Source: an optimization exercise on an open RTL-to-GDS flow (aim: small area). Production flows keep margins and buffers that such runs may drop.
Only simulation tests tie the RTL to the original design; equivalence was not proved.
Power is estimated from default activity; no workload was simulated.

the reference run:
==> flow/design.v (excerpt) <==
module vehicle_safety_interlock_unit (
    input  logic        clk,
    input  logic        rst_n,
    input  logic        s_tvalid,
    output logic        s_tready,
    input  logic [55:0] s_tdata,
    input  logic [2:0]  s_tuser,
    output logic        m_tvalid,
    input  logic        m_tready,
    output logic [79:0] m_tdata,
    input  logic        cfg_valid,
    output logic        cfg_ready,
    input  logic [2:0]  cfg_addr,
    input  logic [15:0] cfg_data
);
Size in the first run: roughly 1,200 cells after synthesis, ~320 flip-flops, roughly 170 I/O pins, ~14,000 µm² of cells after synthesis.
export LEC_CHECK = 0
export CAP_MARGIN = 20
export CORE_MARGIN = 2
export CORE_UTILIZATION = 60
export PLACE_DENSITY = 0.8
export SLEW_MARGIN = 20
create_clock -name core_clock -period 7.0 [get_ports {clk}]
standard.sh (not shown) runs the stock make flow with config.mk's settings and CLKGATE_MAP_FILE= SYNTH_SCRIPT=/design/flow/synth_recipe.tcl, a recipe that flattens the netlist after the stock synthesis.
==> flow/flow/run.sh <==
#!/bin/bash
# Standard ORFS layout (standard.sh: the standard flow's synthesis and ORFS steps) with
# two changes: ports are buffered with the smallest buffer (buf_1), and CTS
# adds no dummy loads and builds the tree from small clock buffers.
set -o pipefail
export BUFFER_PORTS_ARGS="-buffer_cell sky130_fd_sc_hd__buf_1"
export CTS_ARGS="-sink_clustering_enable -repair_clock_nets -dont_use_dummy_load -buf_list {sky130_fd_sc_hd__clkbuf_4} -sink_clustering_size 10 -sink_clustering_max_diameter 40"
bash standard.sh > standard.log 2>&1
### the reference run -> the trial run
--- a/flow/design.v
+++ b/flow/design.v
@@ -212,20 +212,22 @@
     logic [15:0] snap_dist_reg;     
     logic [15:0] nav_quiet_reg;     
     logic [15:0] sensor_quiet_reg;  
     logic [15:0] check_next_reg;    
     logic [15:0] rest_left_reg;     
     logic [15:0] hold_left_reg;     
     logic        hold_active_reg;   
     logic [31:0] approve_count_reg;
     logic [31:0] reject_count_reg;
-    logic        res_cmd_reg;
-    logic [2:0]  res_reg;
+    logic        approved_reg;
+    logic [2:0]  refusal_reg;
+    logic [3:0]  notice_reg;
+    logic        alive_reg;
     logic k_tick, k_beat, k_exit, k_cmd, k_sensor;
     assign k_tick   = advance && (in_kind_reg == 3'd0);
     assign k_beat   = advance && (in_kind_reg == 3'd1);
     assign k_exit   = advance && (in_kind_reg == 3'd2);
     assign k_cmd    = advance && (in_kind_reg == 3'd3);
     assign k_sensor = advance && (in_kind_reg[2:1] == 2'b10);
     logic [15:0] in_speed, in_steer;
     logic        in_shake;
     assign in_speed = in_pay_reg[15:0];
@@ -353,38 +355,29 @@
         else if (advance)
             out_valid_reg <= 1'b1;
         else if (m_tready)
             out_valid_reg <= 1'b0;
     end
     always_ff @(posedge clk)
     begin
         if (advance)
         begin
-            res_cmd_reg <= k_cmd;
-            res_reg     <= k_cmd ? refusal
-                                 : {lock_now | shake_end, alive_now,
-                                    (alive_now & sensor_trip) | shake_start | shake_end};
+            approved_reg <= k_cmd && cmd_ok;
+            refusal_reg  <= k_cmd ? refusal : 3'd0;
+            notice_reg   <= {lock_now, alive_now && sensor_trip, shake_end,
+                             shake_start};
+            alive_reg    <= alive_now;
         end
     end
     logic [2:0] mode;
     always_comb
     begin
         if (lock_flag_reg)        mode = 3'd4;
         else if (shake_wait_reg)  mode = 3'd3;
         else if (recovering_reg)  mode = 3'd2;
         else if (!sensor_seen_reg) mode = 3'd1;
         else                      mode = 3'd0;
     end
-    logic       approved, alive;
-    logic [2:0] refusal_out;
-    logic [3:0] notice;
-    assign approved    = res_cmd_reg & (res_reg == 3'd0);
-    assign refusal_out = res_cmd_reg ? res_reg : 3'd0;
-    assign alive       = !res_cmd_reg & res_reg[1];
-    assign notice[0]   = !res_cmd_reg & (res_reg == 3'b001);
-    assign notice[1]   = !res_cmd_reg & (res_reg == 3'b101);
-    assign notice[2]   = !res_cmd_reg & res_reg[1] & res_reg[0];
-    assign notice[3]   = !res_cmd_reg & res_reg[2] & (res_reg[1] | !res_reg[0]);
     assign m_tvalid = out_valid_reg;
-    assign m_tdata  = {3'd0, reject_count_reg, approve_count_reg, mode, hold_nz, alive,
-                       notice, refusal_out, approved};
+    assign m_tdata  = {3'd0, reject_count_reg, approve_count_reg, mode, hold_nz, alive_reg,
+                       notice_reg, refusal_reg, approved_reg};
 endmodule
==> run summary <==
- Per the final summary, the trial run finished and its layout is clean on timing, DRC and antenna.
- In terms of clock slew seen by the registers of the worst setup and hold paths, the reference run and the trial run differ only marginally.
- Amount of wire on met3 after detailed routing: the trial run and the reference run compared, higher one is the trial run
- | clock buffer count in the final layout | higher: the trial run |
- Summary of the comparison: share of total power in sequential cells is lower in the trial run, relative to the reference run.
- Area: the trial run vs the reference run -> the trial run larger
- In the reports for the trial run and the reference run, the smaller shortest period the worst path allows belongs to the reference run.
- Between the trial run and the reference run, the difference in via count is negligible.

## static timing again, ports no longer ideal
No port has a modelled driver above. Below, the same layouts with a new extraction and two added sets of constraints.
Step 1: set_driving_cell puts a clkbuf_16 on clk and a buf_2 on each other input, an assumption about the parent block.
Step 2, shift: input delay + t, output delay - t, t = (earliest + latest rising clock arrival at the registers) / 2. This alone moves slack from input paths to output paths.
Three values: ideal ports, drivers, drivers and shift; two values: the first two.
| run | shift t [ns] | setup WS [ns] | slew at the worst register clock pin (ns) |
|---|---|---|---|
| the reference run | 0.674 | 2.329 / 2.329 / 2.329 | 0.11 / 0.11 |
| the trial run | 0.685 | 2.264 / 2.264 / 1.867 | 0.11 / 0.11 |
After both steps every run listed still meets setup and hold. The setup slack of the trial run, which loses most, moves by 0.000 ns with the drivers and by -0.397 ns with both steps.
